Source: an optimization exercise on an open RTL-to-GDS flow (aim: small area and a short achievable clock period). Production flows keep margins and buffers that such runs may drop.
In this exercise RTL edits were held to simulation tests only and were not proved equivalent to the original.
Power is estimated from default activity; no workload was simulated. The clock port is modelled as an ideal driver; clocking choices that lean on that would not hold on a real chip.

## mips_trace_capture
module mips_trace_capture #(
    parameter int unsigned DATA_W = 32,
    parameter int unsigned NUM_CH = 4,
    parameter int unsigned DEPTH  = 16,
    parameter int unsigned CNT_W  = 16
) (
    input  logic                       CLK,
    input  logic                       RESET,
    input  logic                       EN,
    input  logic                       CLEAR,
    input  logic [1:0]                 MODE,
    input  logic [CNT_W-1:0]           INTERVAL,
    input  logic [CNT_W-1:0]           STEP,
    input  logic [NUM_CH*DATA_W-1:0]   CH_IN,
    output logic                       RD_VALID,
    input  logic                       RD_READY,
    output logic [NUM_CH*DATA_W-1:0]   RD_DATA,
    output logic [CNT_W-1:0]           RD_TIME,
    output logic [$clog2(DEPTH):0]     COUNT,
    output logic                       OVERFLOW,
    output logic                       DONE
);
    localparam int unsigned REC_W = mips_trace_pkg::rec_width(NUM_CH, DATA_W, CNT_W);
    localparam int unsigned CH_W  = NUM_CH * DATA_W;
    logic [CNT_W-1:0]   ts_q;
    logic [CNT_W-1:0]   wt_q, wt_d;
    logic [CNT_W-1:0]   gap_q, gap_d;
    logic [CNT_W-1:0]   interval_eff;
    logic [CNT_W-1:0]   next_gap;
    logic [CNT_W:0]     gap_sum;
    logic [CNT_W-1:0]   gap_grow;
    logic [CNT_W-1:0]   wt_dec;
    logic [DATA_W-1:0]  prev0_q;
    logic               done_q, done_d;
    logic               ovf_q, ovf_d;
    logic               run, mode_chg, mode_single, mode_grow;
    logic               wt_one, wt_one_d, fire, chg, sample;
  ...
==> flow/config.mk <==
export PLATFORM = sky130hd
export DESIGN_NAME = mips_trace_capture
export DESIGN_NICKNAME = mips_trace_capture
export VERILOG_FILES = /design/flow/design.v
export SDC_FILE = /design/flow/constraint.sdc
export NUM_CORES = 4
export LEC_CHECK = 0
export CAP_MARGIN = 20
export CORE_MARGIN = 2
export CORE_UTILIZATION = 65
export CTS_CLUSTER_DIAMETER = 80
export CTS_CLUSTER_SIZE = 30
export SETUP_SLACK_MARGIN = 2.9
export SLEW_MARGIN = 20
export SYNTH_HIERARCHICAL = 1
export SYNTH_MINIMUM_KEEP_SIZE = 0
==> flow/constraint.sdc <==
create_clock -name core_clock -period 5.5 [get_ports {CLK}]
set_input_delay 1.1000 -clock core_clock [delete_from_list [all_inputs] [get_ports {CLK}]]
set_output_delay 1.1000 -clock core_clock [all_outputs]
set_load 0.01 [all_outputs]
standard.sh (not shown) runs the stock make flow with config.mk's settings and CLKGATE_MAP_FILE= SYNTH_SCRIPT=/design/flow/synth_recipe.tcl, a recipe that flattens the netlist after the stock synthesis.
==> flow/flow/run.sh <==
#!/bin/bash
# Layout flow: the standard ORFS flow (standard.sh), unchanged except for two knobs:
#  - the port buffers that global placement inserts on every input and output are buf_2
#    cells rather than the resizer's default pick (a delay cell that repair then cannot
#    resize out of its footprint);
#  - clock tree synthesis runs without dummy loads (same clustering as config.mk asks for).
# Each step's full output goes to its own log in this folder.
set -euo pipefail
export BUFFER_PORTS_ARGS="-buffer_cell sky130_fd_sc_hd__buf_2"
export CTS_ARGS="-sink_clustering_enable -repair_clock_nets -sink_clustering_size 30 -sink_clustering_max_diameter 80 -dont_use_dummy_load"
bash standard.sh synth > synth.log 2>&1
bash standard.sh finish > layout.log 2>&1
Rerun with:
--- a/flow/design.v
+++ b/flow/design.v
@@ -18,26 +18,18 @@
     input  logic [N-1:0] din,
     input  logic         ld,
     input  logic         ld_w,
     input  logic         w,
     input  logic         hold,
     input  logic         q,
     output logic         d
 );
     assign d = (ld && |(sel & din)) || (ld_w && w) || (hold && q);
-endmodule
-module trace_slot_we (
-    input  logic wa,
-    input  logic wb,
-    input  logic rd,
-    output logic we
-);
-    assign we = wa || (wb && rd);
 endmodule
 module mips_trace_capture #(
     parameter int unsigned DATA_W = 32,
     parameter int unsigned NUM_CH = 4,
     parameter int unsigned DEPTH  = 16,
     parameter int unsigned CNT_W  = 16
 ) (
     input  logic                       CLK,
     input  logic                       RESET,
@@ -192,45 +184,36 @@
             ne_q    <= ne_d;
             full_q  <= (sample & full_p) | (!sample & full_n);
             if (sample && wr1) wr_q <= wr_nx;
             rd_q    <= rd_d;
             rsel_q  <= {SLOTS{ne_d}} & rd_d;
             csel_q  <= !ne_d;
         end
     end
     for (genvar s = 0; s < SLOTS; s++) begin : g_slot
-        logic we;
-        trace_slot_we u_we (
-            .wa (wr_q[s] && !full_q),
-            .wb (wr_q[s] && full_q),
-            .rd (RD_READY),
-            .we (we)
-        );
         always_ff @(posedge CLK) begin
-            if (we) slot_q[s] <= wdata;
+            if ((wr_q[s] && !full_q) || (wr_q[s] && full_q && RD_READY)) slot_q[s] <= wdata;
         end
     end
     logic             head_ld, head_ld_w, head_hold;
     logic [REC_W-1:0] head_d;
     assign head_ld   = nhv_q || RD_READY;
     assign head_ld_w = cnh_q || (csel_q && RD_READY);
     assign head_hold = hv_q && !RD_READY;
-    logic             head_ld_st;
-    assign head_ld_st = ne_q && RD_READY;
     for (genvar b = 0; b < REC_W; b++) begin : g_rd
         logic [SLOTS-1:0] col;
         for (genvar s = 0; s < SLOTS; s++) begin : g_col
             assign col[s] = slot_q[s][b];
         end
         trace_head_bit #(.N(SLOTS)) u_hb (
-            .sel  ((b < REC_W / 2) ? rsel_q : rd_q),
+            .sel  (rsel_q),
             .din  (col),
-            .ld   ((b < REC_W / 2) ? head_ld : head_ld_st),
+            .ld   (head_ld),
             .ld_w (head_ld_w),
             .w    (wdata[b]),
             .hold (head_hold),
             .q    (head_q[b]),
             .d    (head_d[b])
         );
     end
     always_ff @(posedge CLK) begin
         head_q <= head_d;
Effect: Synthesized cell count drops slightly. Worst setup slack is worse by 0.059 ns. Clock-buffer cell count climbs by 1. Power climbs slightly. Die area stays flat. Non-clock buffer count drops by 1. Critical path depth drops by 5.

* * *

The RTL this note starts from:
==> flow/design.v <==
package mips_trace_pkg;
    typedef enum logic [1:0] {
        MODE_PERIODIC = 2'd0,
        MODE_GROW     = 2'd1,
        MODE_CHANGE   = 2'd2,
        MODE_SINGLE   = 2'd3
    } trace_mode_e;
    function automatic integer rec_width(input integer num_ch,
                                              input integer data_w,
                                              input integer cnt_w);
        rec_width = num_ch * data_w + cnt_w;
    endfunction
endpackage
module trace_aoi #(
    parameter int unsigned N = 3
) (
    input  logic [N-1:0] sel,
    input  logic [N-1:0] din,
    output logic         yn
);
    assign yn = !(|(sel & din));
endmodule
module mips_trace_capture #(
    parameter int unsigned DATA_W = 32,
    parameter int unsigned NUM_CH = 4,
    parameter int unsigned DEPTH  = 16,
    parameter int unsigned CNT_W  = 16
) (
    input  logic                       CLK,
    input  logic                       RESET,
    input  logic                       EN,
    input  logic                       CLEAR,
    input  logic [1:0]                 MODE,
    input  logic [CNT_W-1:0]           INTERVAL,
    input  logic [CNT_W-1:0]           STEP,
    input  logic [NUM_CH*DATA_W-1:0]   CH_IN,
    output logic                       RD_VALID,
    input  logic                       RD_READY,
    output logic [NUM_CH*DATA_W-1:0]   RD_DATA,
    output logic [CNT_W-1:0]           RD_TIME,
    output logic [$clog2(DEPTH):0]     COUNT,
    output logic                       OVERFLOW,
    output logic                       DONE
);
    localparam int unsigned REC_W = mips_trace_pkg::rec_width(NUM_CH, DATA_W, CNT_W);
    localparam int unsigned CH_W  = NUM_CH * DATA_W;
    logic [CNT_W-1:0]   ts_q;
    logic [CNT_W-1:0]   wt_q, wt_d;
    logic [CNT_W-1:0]   gap_q, gap_d;
    logic [CNT_W-1:0]   interval_eff;
    logic [CNT_W-1:0]   next_gap;
    logic [CNT_W:0]     gap_sum;
    logic [CNT_W-1:0]   gap_grow;
    logic [CNT_W-1:0]   wt_dec;
    logic [DATA_W-1:0]  prev0_q;
    logic               done_q, done_d;
    logic               ovf_q, ovf_d;
    logic               run, mode_chg, mode_single, mode_grow;
    logic               wt_one, wt_one_d, fire, chg, sample;
    localparam int unsigned SLOTS = DEPTH - 1;
    localparam int unsigned CW    = $clog2(DEPTH) + 1;
    logic [REC_W-1:0]   wdata;
    logic [REC_W-1:0]   head_q;
    logic [REC_W-1:0]   slot_q [SLOTS];
    logic [SLOTS-1:0]   wr_q, rd_q, rsel_q;
    logic               csel_q;
    logic               nhv_q, cnh_q;
    logic [SLOTS-1:0]   wr_nx, rd_nx, rd_d;
    logic [CW-1:0]      count_q, cnt_inc, cnt_dec;
    logic               hv_q;       
    logic               ne_q;       
    logic               full_q;     
    logic               ge3, at15;
    logic               pop, inc1, wr1, rd_adv;
    assign run          = EN && !CLEAR;
    assign mode_chg     = MODE == 2'd2;
    assign mode_single  = MODE == 2'd3;
    assign mode_grow    = MODE == 2'd1;
    assign interval_eff = (INTERVAL == '0) ? CNT_W'(1) : INTERVAL;
    assign gap_sum      = {1'b0, gap_q} + {1'b0, STEP};
    assign gap_grow     = gap_sum[CNT_W] ? '1 : gap_sum[CNT_W-1:0];
    assign next_gap     = mode_grow ? gap_grow : gap_q;
    assign wt_dec       = wt_q - CNT_W'(1);
    assign fire         = wt_one && !mode_chg;
    assign chg          = (CH_IN[DATA_W-1:0] != prev0_q);
    assign sample       = run && (mode_chg ? chg : (fire && !(mode_single && done_q)));
    always_comb begin
        if (!run) begin
            wt_d  = interval_eff;
            gap_d = interval_eff;
        end else if (fire) begin
            wt_d  = next_gap;
            gap_d = next_gap;
        end else begin
            wt_d  = mode_chg ? wt_q : wt_dec;
            gap_d = gap_q;
        end
        if (!run)          wt_one_d = (INTERVAL[CNT_W-1:1] == '0);
        else if (fire)     wt_one_d = (gap_q == CNT_W'(1)) && (!mode_grow || (STEP == '0));
        else if (mode_chg) wt_one_d = wt_one;
        else               wt_one_d = (wt_q == CNT_W'(2));
        done_d = run && (done_q || (fire && mode_single));
        ovf_d  = !CLEAR && (ovf_q || (sample && full_q && !RD_READY));
    end
    always_ff @(posedge CLK or negedge RESET) begin
        if (!RESET) begin
            ts_q    <= '0;
            wt_q    <= CNT_W'(1);
            wt_one  <= 1'b1;
            gap_q   <= CNT_W'(1);
            prev0_q <= '0;
            done_q  <= 1'b0;
            ovf_q   <= 1'b0;
        end else begin
            ts_q    <= ts_q + CNT_W'(1);
            wt_q    <= wt_d;
            wt_one  <= wt_one_d;
            gap_q   <= gap_d;
            prev0_q <= CH_IN[DATA_W-1:0];
            done_q  <= done_d;
            ovf_q   <= ovf_d;
        end
    end
    assign wdata  = {ts_q, CH_IN};
    assign pop    = RD_READY && hv_q && !CLEAR;
    assign inc1   = RD_READY ? !hv_q : !full_q;
    assign wr1    = RD_READY ? ne_q : (hv_q && !full_q);
    assign rd_adv = pop && ne_q;
    assign cnt_inc = count_q + CW'(1);
    assign cnt_dec = count_q - CW'(1);
    assign ge3     = (count_q > CW'(2));
    assign at15    = (count_q == CW'(DEPTH - 1));
    assign wr_nx   = {wr_q[SLOTS-2:0], wr_q[SLOTS-1]};
    assign rd_nx   = {rd_q[SLOTS-2:0], rd_q[SLOTS-1]};
    assign rd_d    = rd_adv ? rd_nx : rd_q;
    logic [CW-1:0] cnt_p, cnt_n, cnt_d;
    logic          hv_p, hv_n, ne_p, ne_n, full_p, full_n, ne_d, hv_d;
    always_comb begin
        cnt_p  = inc1 ? cnt_inc : count_q;
        hv_p   = inc1 ? 1'b1    : hv_q;
        ne_p   = inc1 ? hv_q    : ne_q;
        full_p = inc1 ? at15    : full_q;
        cnt_n  = pop  ? cnt_dec : count_q;
        hv_n   = pop  ? ne_q    : hv_q;
        ne_n   = pop  ? ge3     : ne_q;
        full_n = pop  ? 1'b0    : full_q;
        cnt_d  = ({CW{sample}} & cnt_p) | ({CW{!sample}} & cnt_n);
        ne_d   = (sample & ne_p) | (!sample & ne_n);
        hv_d   = (sample & hv_p) | (!sample & hv_n);
    end
    always_ff @(posedge CLK or negedge RESET) begin
        if (!RESET) begin
            count_q <= '0;
            hv_q    <= 1'b0;
            ne_q    <= 1'b0;
            full_q  <= 1'b0;
            wr_q    <= SLOTS'(1);
            rd_q    <= SLOTS'(1);
            rsel_q  <= '0;
            csel_q  <= 1'b1;
            nhv_q   <= 1'b1;
            cnh_q   <= 1'b1;
        end else if (CLEAR) begin
            count_q <= '0;
            hv_q    <= 1'b0;
            ne_q    <= 1'b0;
            full_q  <= 1'b0;
            wr_q    <= SLOTS'(1);
            rd_q    <= SLOTS'(1);
            rsel_q  <= '0;
            csel_q  <= 1'b1;
            nhv_q   <= 1'b1;
            cnh_q   <= 1'b1;
        end else begin
            count_q <= cnt_d;
            hv_q    <= hv_d;
            nhv_q   <= !hv_d;
            cnh_q   <= !ne_d && !hv_d;
            ne_q    <= ne_d;
            full_q  <= (sample & full_p) | (!sample & full_n);
            if (sample && wr1) wr_q <= wr_nx;
            rd_q    <= rd_d;
            rsel_q  <= {SLOTS{ne_d}} & rd_d;
            csel_q  <= !ne_d;
        end
    end
    for (genvar s = 0; s < SLOTS; s++) begin : g_slot
        always_ff @(posedge CLK) begin
            if ((wr_q[s] && !full_q) || (wr_q[s] && full_q && RD_READY)) slot_q[s] <= wdata;
        end
    end
    logic             head_ld, head_ld_w, head_hold;
    logic [REC_W-1:0] head_d;
    assign head_ld   = nhv_q || RD_READY;
    assign head_ld_w = cnh_q || (csel_q && RD_READY);
    assign head_hold = hv_q && !RD_READY;
    logic [SLOTS-1:0] rsel_ld;
    assign rsel_ld = rsel_q & {SLOTS{head_ld}};
    for (genvar b = 0; b < REC_W; b++) begin : g_rd
        logic [SLOTS-1:0] col;
        logic [5:0]       yn;
        for (genvar s = 0; s < SLOTS; s++) begin : g_col
            assign col[s] = slot_q[s][b];
        end
        for (genvar g = 0; g < SLOTS / 3; g++) begin : g_aoi
            trace_aoi #(.N(3)) u_aoi (
                .sel (rsel_ld[3*g +: 3]),
                .din (col[3*g +: 3]),
                .yn  (yn[g])
            );
        end
        trace_aoi #(.N(2)) u_aoi_wh (
            .sel ({head_ld_w, head_hold}),
            .din ({wdata[b], head_q[b]}),
            .yn  (yn[5])
        );
        assign head_d[b] = !(&yn);
    end
    always_ff @(posedge CLK) begin
        head_q <= head_d;
    end
    assign RD_VALID = hv_q;
    assign RD_DATA  = head_q[CH_W-1:0];
    assign RD_TIME  = head_q[REC_W-1 -: CNT_W];
    assign COUNT    = count_q;
    assign OVERFLOW = ovf_q;
    assign DONE     = done_q;
endmodule
==> flow/config.mk <==
export PLATFORM = sky130hd
export DESIGN_NAME = mips_trace_capture
export DESIGN_NICKNAME = mips_trace_capture
export VERILOG_FILES = /design/flow/design.v
export SDC_FILE = /design/flow/constraint.sdc
export NUM_CORES = 4
export LEC_CHECK = 0
export CAP_MARGIN = 20
export CORE_MARGIN = 2
export CORE_UTILIZATION = 65
export CTS_CLUSTER_DIAMETER = 80
export CTS_CLUSTER_SIZE = 30
export SETUP_SLACK_MARGIN = 2.9
export SLEW_MARGIN = 20
export SYNTH_HIERARCHICAL = 1
export SYNTH_MINIMUM_KEEP_SIZE = 0
==> flow/constraint.sdc <==
create_clock -name core_clock -period 5.5 [get_ports {CLK}]
set_input_delay 1.1000 -clock core_clock [delete_from_list [all_inputs] [get_ports {CLK}]]
set_output_delay 1.1000 -clock core_clock [all_outputs]
set_load 0.01 [all_outputs]
Scripts as last shown in full above: flow/flow/run.sh
Change:
--- a/flow/design.v
+++ b/flow/design.v
@@ -11,14 +11,19 @@
         rec_width = num_ch * data_w + cnt_w;
     endfunction
 endpackage
-module trace_aoi #(
-    parameter int unsigned N = 3
+module trace_head_bit #(
+    parameter int unsigned N = 15
 ) (
     input  logic [N-1:0] sel,
     input  logic [N-1:0] din,
-    output logic         yn
+    input  logic         ld,
+    input  logic         ld_w,
+    input  logic         w,
+    input  logic         hold,
+    input  logic         q,
+    output logic         d
 );
-    assign yn = !(|(sel & din));
+    assign d = (ld && |(sel & din)) || (ld_w && w) || (hold && q);
 endmodule
 module mips_trace_capture #(
     parameter int unsigned DATA_W = 32,
@@ -194,27 +199,23 @@
     assign head_ld   = nhv_q || RD_READY;
     assign head_ld_w = cnh_q || (csel_q && RD_READY);
     assign head_hold = hv_q && !RD_READY;
-    logic [SLOTS-1:0] rsel_ld;
-    assign rsel_ld = rsel_q & {SLOTS{head_ld}};
+    logic             head_ld_st;
+    assign head_ld_st = ne_q && RD_READY;
     for (genvar b = 0; b < REC_W; b++) begin : g_rd
         logic [SLOTS-1:0] col;
-        logic [5:0]       yn;
         for (genvar s = 0; s < SLOTS; s++) begin : g_col
             assign col[s] = slot_q[s][b];
         end
-        for (genvar g = 0; g < SLOTS / 3; g++) begin : g_aoi
-            trace_aoi #(.N(3)) u_aoi (
-                .sel (rsel_ld[3*g +: 3]),
-                .din (col[3*g +: 3]),
-                .yn  (yn[g])
-            );
-        end
-        trace_aoi #(.N(2)) u_aoi_wh (
-            .sel ({head_ld_w, head_hold}),
-            .din ({wdata[b], head_q[b]}),
-            .yn  (yn[5])
+        trace_head_bit #(.N(SLOTS)) u_hb (
+            .sel  ((b < REC_W / 2) ? rsel_q : rd_q),
+            .din  (col),
+            .ld   ((b < REC_W / 2) ? head_ld : head_ld_st),
+            .ld_w (head_ld_w),
+            .w    (wdata[b]),
+            .hold (head_hold),
+            .q    (head_q[b]),
+            .d    (head_d[b])
         );
-        assign head_d[b] = !(&yn);
     end
     always_ff @(posedge CLK) begin
         head_q <= head_d;
Cell count climbs by 8.8%.
Clock-buffer cell count goes up by 4.
Synthesized cell count increases by 14%.
Die area climbs by 0.97%.
Power rises by 0.51%.
Global-route usage drops by 0.72 points.
Clock skew decreases by 0.0085 ns.
Non-clock buffer count fell by 20.
Maximum frequency went up by 3.8%.
Area after synthesis came out higher by 0.98%.
Hold slack gets better by 0.094 ns.
First-iteration DRC count falls by 25%.
Routed wire length falls by 2.0%.

port drivers added, routing unchanged:
The results above use ideal ports. As a check the final layouts listed here were re-extracted and re-timed, cells and wires unchanged.
Step 1 sets driving cells, clkbuf_16 on the clock port and buf_2 on the other inputs (assumed; they add their load-dependent delay and slew).
Step 2, shift: input delay + t, output delay - t, t = (earliest + latest rising clock arrival at the registers) / 2. This alone moves slack from input paths to output paths.
Slacks: ideal / step 1 / step 2; pairs: ideal / step 1.
| run | t (ns) | setup WS [ns] | hold WS [ns] | worst setup path after step 2 |
|---|---|---|---|---|
| the first run of note 1 | 0.807 | 2.901 / 2.846 / 2.038 | 0.376 / 0.375 / 0.467 | input to register |
| the second run of note 1 | 0.812 | 2.842 / 2.842 / 2.117 | 0.358 / 0.310 / 0.459 | input to register |
| the first run of note 2 | 0.801 | 2.739 / 2.766 / 1.990 | 0.298 / 0.245 / 0.455 | input to register |
| the second run of note 2 | 0.806 | 2.841 / 2.862 / 2.056 | 0.391 / 0.351 / 0.462 | input to register |
After both steps every run listed still meets setup and hold. For the first run of note 1, which loses most, drivers alone change the setup slack by -0.055 ns; drivers and shift together by -0.863 ns.
